Background: an optimization exercise with open tools, aiming at small area, a short achievable clock period and few clock cycles per item. Do not read the settings as production practice. At most, simulation tests tie the RTL to the original design; equivalence was not proved.

## v20
==> flow/design.v (excerpt) <==
module matmul_engine (
  input  logic                clk,
  input  logic                rst,
  input  logic                start,
  output logic                start_ready,
  input  logic [4:0]          k_len,
  input  logic                in_valid,
  output logic                in_ready,
  input  logic [3:0][7:0]     in_a,
  input  logic [3:0][7:0]     in_b,
  output logic                out_valid,
  input  logic                out_ready,
  output logic [3:0][15:0]    out_row,
  output logic [1:0]          out_ridx,
  output logic                busy,
  output logic                done
);
  localparam int N = sysarray_pkg::N;
  logic       fv, fv_n;        
  logic [4:0] rem, rem_n;      
  logic       fst, fst_n;      
  logic       zj, zj_n;        
  logic       qv, qv_n;
  logic [4:0] qk, qk_n;
  logic       r_first, r_last;
  logic       p_last;
  logic       acc_full, acc_full_n;
  logic       ob_valid, ob_valid_n;
  logic [1:0] ob_row, ob_row_n;
  logic [2:0] njobs, njobs_n;  
  logic       in_ready_r, start_ready_r, busy_r, done_r;
  ...
export LEC_CHECK = 0
export CAP_MARGIN = 20
export CORE_MARGIN = 2
export CORE_UTILIZATION = 80
export CTS_CLUSTER_DIAMETER = 100
export CTS_CLUSTER_SIZE = 25
export SETUP_SLACK_MARGIN = 5
export SLEW_MARGIN = 20
create_clock -name core_clock -period 8.0 [get_ports {clk}]
run.sh (not shown) runs the stock make flow with config.mk's settings and CLKGATE_MAP_FILE= SYNTH_SCRIPT=/design/flow/synth_recipe.tcl, a recipe that flattens the netlist after the stock synthesis.
Looking at the reports, v20 completed the entire flow and the layout it produced met the timing, design-rule and antenna checks.
Testbench counts of v20, summed over its fixed seeds: cycles 7,224, jobs 768.
Changes in v30 relative to v20:
diff --git a/flow/config.mk b/flow/config.mk
--- a/flow/config.mk
+++ b/flow/config.mk
@@ -9,5 +9,6 @@
 export CORE_MARGIN = 2
-export CORE_UTILIZATION = 80
+export CORE_UTILIZATION = 70
 export CTS_CLUSTER_DIAMETER = 100
 export CTS_CLUSTER_SIZE = 25
+export PLACE_DENSITY = 0.65
 export SETUP_SLACK_MARGIN = 5
Compared with v20, in v30 number of standard-cell rows in the floorplan rose about 7%; setup slack has increased.
Comparing v20 with v30, the number of nets in the layout came out essentially unchanged.
In v30, minimum clock period after layout is lower than in v20.
In the metrics for v20 and v30, the one carrying the higher data arrival time of the critical path is v20.
Of v20 and v30, v30 shows the higher non-clock buffer instance count of the final layout, with v20 below it.
#### Input delta (v53 over v30)
diff --git a/flow/config.mk b/flow/config.mk
--- a/flow/config.mk
+++ b/flow/config.mk
@@ -9,6 +9,3 @@
 export CORE_MARGIN = 2
-export CORE_UTILIZATION = 70
-export CTS_CLUSTER_DIAMETER = 100
-export CTS_CLUSTER_SIZE = 25
-export PLACE_DENSITY = 0.65
+export CORE_UTILIZATION = 55
 export SETUP_SLACK_MARGIN = 5
Findings:
Changes observed in v53 relative to v30: final cell count now sits higher; register-to-register slack now sits at about the same level.
Comparing final critical delay including setup and external delays for v53 and v30, the smaller number came from v30.
v53 against v30: per-cell routed wire length went up by about 1.8%; global-route met1 utilization fell by 3.9 points; area used by multi-input combinational logic roughly the same; number of buffers inserted to repair setup after CTS went down by 4.
Die area | v53 > v30
[inputs] v4 vs v53
diff --git a/flow/config.mk b/flow/config.mk
--- a/flow/config.mk
+++ b/flow/config.mk
@@ -9,4 +9,6 @@
 export CORE_MARGIN = 2
-export CORE_UTILIZATION = 55
-export SETUP_SLACK_MARGIN = 5
+export CORE_UTILIZATION = 70
+export CTS_CLUSTER_DIAMETER = 100
+export CTS_CLUSTER_SIZE = 25
+export SETUP_SLACK_MARGIN = 4.85
 export SLEW_MARGIN = 20
## What came out
v4 does better than v53 on cell area after layout.
Measured against each other, v53 and v4 differ in number of gates given a new drive strength after cts, the higher figure coming from v53.
v4 ended up with met5 as its highest metal layer with signal wires; v53 ended up with met4.
Diff v53..v4 | via count | negligible
Looking at wire length of the first global-routing pass across both flows, v4 is the stronger of the two, with v53 trailing.
v53 → v4: sequential share of layout area went up 1.9 points; aggregate routed wire length went down 12 mm.
On x dimension of the die, the lower figure sits with v4, not v53.


Another version of the RTL of matmul_engine (not shown whole).
Size in the first run: about 5500 cells after synthesis, roughly 1100 flip-flops, roughly 150 I/O pins, roughly 59000 µm² of cells after synthesis.
export LEC_CHECK = 0
export CAP_MARGIN = 20
export CORE_MARGIN = 2
export CORE_UTILIZATION = 70
export CTS_CLUSTER_DIAMETER = 80
export CTS_CLUSTER_SIZE = 20
export SETUP_SLACK_MARGIN = 5
export SLEW_MARGIN = 20
create_clock -name core_clock -period 8.0 [get_ports {clk}]
The first run completed without violations.
Rerun with:
- CTS_CLUSTER_DIAMETER: 80 -> 100
- CTS_CLUSTER_SIZE: 20 -> 25
- PLACE_DENSITY: default -> 0.8
What happened: Final area hardly moves. Synthesized area is unchanged. Hold slack is better by 0.012 ns. Final cell count barely changes. Utilization decreases by 0.10 points. Global-route usage rose by 0.70 points.
No functional check of the RTL was part of any run of this note.


Setup of v6:
matmul_engine, a different RTL version from the one above (not shown whole).
For scale: roughly 1,100 flip-flops, about 0.060 mm^2 of cells after synthesis.
clock: 8.0 ns
lec_check: 0
cap_margin: 20
core_margin: 2
core_utilization: 78
cts_cluster_diameter: 100
cts_cluster_size: 25
setup_slack_margin: 5
slew_margin: 20
v6 ran to completion and came out clean on the timing, design-rule and antenna checks.
Setup changes, v6 to v7
# v6
export LEC_CHECK = 0
export CAP_MARGIN = 20
export CORE_MARGIN = 2
export CORE_UTILIZATION = 78
export CTS_CLUSTER_DIAMETER = 100
export CTS_CLUSTER_SIZE = 25
export SETUP_SLACK_MARGIN = 5
export SLEW_MARGIN = 20
create_clock -name core_clock -period 8.0 [get_ports {clk}]
# v7
export LEC_CHECK = 0
export CAP_MARGIN = 20
export CORE_MARGIN = 2
export CORE_UTILIZATION = 55
export CTS_CLUSTER_DIAMETER = 100
export CTS_CLUSTER_SIZE = 25
export SETUP_SLACK_MARGIN = 5
export SLEW_MARGIN = 20
create_clock -name core_clock -period 8.0 [get_ports {clk}]
Notes after the runs:
Number of filler instances in the final layout, v6 and v7, higher one = v7.
Compared with v6, in v7 sequential portion of the cell area fell 0.41 points; final cell count without fillers climbed about 6%.
No functional check of the RTL was part of any run of this note.


Setup of old:
matmul_engine, a different RTL version from the one above (not shown whole).
For scale: ~5600 cells after synthesis, about 150 I/O pins, about 58000 sq um of cells after synthesis.
make LEC_CHECK=0 CAP_MARGIN=20 CORE_MARGIN=2 CORE_UTILIZATION=40 SLEW_MARGIN=20 finish   # period 8.0 ns
Modified inputs, new compared to old
- SETUP_SLACK_MARGIN: unset -> 4.5
- CORE_UTILIZATION: 40 -> 55
[summary]
- Via count went up slightly going from old to new.
- The final reports for new and old show fill cell instance count of the final layout lower in the former.
- On final cycle utilization of the critical path: between old and new, it ends up lower for new.
- Of the two candidates, old has the better final wirelength and new the worse one.
- Final area (old / new): 0.949
- In the flow results for old and new, the number of antenna violations at the first check in global routing is larger on old.
- new vs old, minimum clock period went down by 0.69 ns.
Function was not checked in any run of this note: the RTL went through the layout flow alone.


== run A ==
matmul_engine with an RTL version that a note above also has.
Size in the first run: roughly 150 I/O pins, roughly 0.060 mm2 of cells after synthesis.
Settings: LEC_CHECK=0, CAP_MARGIN=20, CORE_MARGIN=2, CORE_UTILIZATION=70, CTS_CLUSTER_DIAMETER=100, CTS_CLUSTER_SIZE=25, SETUP_SLACK_MARGIN=5, SLEW_MARGIN=20, TNS_END_PERCENT=20; clock period 8.0 ns.
Testbench counts of run A, summed over its fixed seeds: cycles 7,224, jobs 768.
> inputs changed (run A -> run B)
# run A
export LEC_CHECK = 0
export CAP_MARGIN = 20
export CORE_MARGIN = 2
export CORE_UTILIZATION = 70
export CTS_CLUSTER_DIAMETER = 100
export CTS_CLUSTER_SIZE = 25
export SETUP_SLACK_MARGIN = 5
export SLEW_MARGIN = 20
export TNS_END_PERCENT = 20
create_clock -name core_clock -period 8.0 [get_ports {clk}]
# run B
export LEC_CHECK = 0
export CAP_MARGIN = 20
export CORE_MARGIN = 2
export CORE_UTILIZATION = 55
export CTS_CLUSTER_DIAMETER = 100
export CTS_CLUSTER_SIZE = 30
export SETUP_SLACK_MARGIN = 5
export SLEW_MARGIN = 20
create_clock -name core_clock -period 8.0 [get_ports {clk}]
Results
- Run A vs run B, uppermost signal routing layer after detailed routing: met4 vs met5
- Delta (run B minus run A): design area picked up an extra about 1.3%; synthesized cell count neither gained nor lost much.
- Relative to run A, the sequential share of layout area of run B is lower by 0.46 points.
- Run B and run A ended up with nearly the same clock-pin slew reported for the worst setup and hold paths after clock tree synthesis.
- Relative to run A, total of fill cells in the finished design has increased by 52% in run B.
- Wire length ended up about 7% higher on run B than on run A.
- Summary — die span in y, run B relative to run A: higher, by 37 um.
Input changes introduced in run C (baseline for comparison: run B):
# run B
export LEC_CHECK = 0
export CAP_MARGIN = 20
export CORE_MARGIN = 2
export CORE_UTILIZATION = 55
export CTS_CLUSTER_DIAMETER = 100
export CTS_CLUSTER_SIZE = 30
export SETUP_SLACK_MARGIN = 5
export SLEW_MARGIN = 20
create_clock -name core_clock -period 8.0 [get_ports {clk}]
# run C
export LEC_CHECK = 0
export CAP_MARGIN = 20
export CORE_MARGIN = 2
export CORE_UTILIZATION = 70
export CTS_CLUSTER_DIAMETER = 100
export CTS_CLUSTER_SIZE = 25
export SETUP_SLACK_MARGIN = 5
export SLEW_MARGIN = 20
create_clock -name core_clock -period 8.0 [get_ports {clk}]
## What came out
- Of run C and run B, run C shows the higher DRC violation total after the first TritonRoute iteration, with run B below it.
- From run B to run C the numbers moved as follows: number of global-route vias before repair climbed 481, overall via count from detail_route went up by 1.6%, worst-case reg-to-reg path depth increased by 2 relative to the old numbers.
- [compare] base=run B new=run C: non-clock buffer count decreased 0.36%, time the final worst path needs with I/O delays and setup -0.058 ns.


matmul_engine with an RTL version that a note above also has.
Size: about 5500 cells after synthesis, about 1100 flip-flops.
==> flow/config.mk <==
export PLATFORM = sky130hd
export DESIGN_NAME = matmul_engine
export DESIGN_NICKNAME = matmul_engine
export VERILOG_FILES = /design/flow/design.v
export SDC_FILE = /design/flow/constraint.sdc
export NUM_CORES = 4
export LEC_CHECK = 0
export CAP_MARGIN = 20
export CORE_MARGIN = 2
export CORE_UTILIZATION = 65
export CTS_CLUSTER_DIAMETER = 100
export CTS_CLUSTER_SIZE = 25
export SETUP_SLACK_MARGIN = 5
export SLEW_MARGIN = 20
==> flow/constraint.sdc <==
create_clock -name core_clock -period 8.0 [get_ports {clk}]
set_input_delay 1.6000 -clock core_clock [delete_from_list [all_inputs] [get_ports {clk}]]
set_output_delay 1.6000 -clock core_clock [all_outputs]
set_load 0.01 [all_outputs]
The starting point produced a clean layout.
Change:
CORE_UTILIZATION = 70   (was 65)
Setup slack got worse by 0.015 ns.
Register-to-register slack got worse by 0.02 ns.
No run of this note included a check of the RTL's function; only the layout flow was run.


Another version of the RTL of matmul_engine (not shown whole).
Size in the first run: about 5900 cells after synthesis, roughly 1100 flip-flops, about 150 I/O pins, ~62000 um^2 of cells after synthesis.
clock: 8.0 ns
lec_check: 0
cap_margin: 20
core_margin: 2
core_utilization: 65
cts_cluster_diameter: 100
cts_cluster_size: 25
setup_slack_margin: 5
slew_margin: 20
Next try:
Settings changed: CORE_UTILIZATION 65 to 70.
What happened: Now the flow finished but fails on slew limit. Hold slack loses 8.4 ps. Non-clock buffer count rose by 122. Utilization rose by 7.4 points. Die area shrinks by 7.1%. Register-to-register slack is worse by 80 ps. Final cell count hardly moves. Critical path depth went down by 5. Global-route usage is higher by 2.8 points. Clock-buffer cell count shrinks by 1. Final area grows by 2.3%.
Function was not checked in any run of this note: the RTL went through the layout flow alone.

## static timing again, ports no longer ideal
How much do the figures lean on ideal ports? The routed layouts below were timed once more, with nothing changed but the port constraints. Step 1: set_driving_cell puts a clkbuf_16 on clk and a buf_2 on each other input, an assumption about the parent block. Step 2 adds t to the input delays and takes it off the output delays; t is the mean of the earliest and latest rising clock arrival at the registers after step 1. Input paths then give back, and output paths get back, about the clock's delay inside the block. a / b / c = ideal / step 1 / step 2; a / b = the first two.
run	t (ns)	setup slack, ns	worst slew at a driven data input, ns
v20	0.716	5.002 / 4.931 / 4.400	0.05
v30	0.708	5.022 / 4.949 / 4.396	0.07
v53	0.777	4.957 / 4.880 / 4.393	0.06
v4	0.701	4.897 / 4.827 / 4.322	0.05
the first run of note 2	0.730	5.036 / 4.989 / 4.485	0.10
the second run of note 2	0.706	4.926 / 4.926 / 4.476	0.05
v6	0.715	4.930 / 4.930 / 4.426	0.05
v7	0.768	4.916 / 4.916 / 4.353	0.16
old	0.788	3.649 / 3.649 / 3.649	0.18
new	0.764	4.342 / 4.342 / 3.958	0.12
run A	0.708	4.880 / 4.807 / 4.348	0.05
run B	0.750	4.964 / 4.886 / 4.415	0.06
run C	0.708	5.022 / 4.949 / 4.396	0.07
the first run of note 6	0.726	5.003 / 4.955 / 4.399	0.05
the second run of note 6	0.704	4.988 / 4.970 / 4.477	0.12
the first run of note 7	0.716	4.877 / 4.877 / 4.431	0.06
the second run of note 7	0.720	4.796 / 4.796 / 4.396	0.14
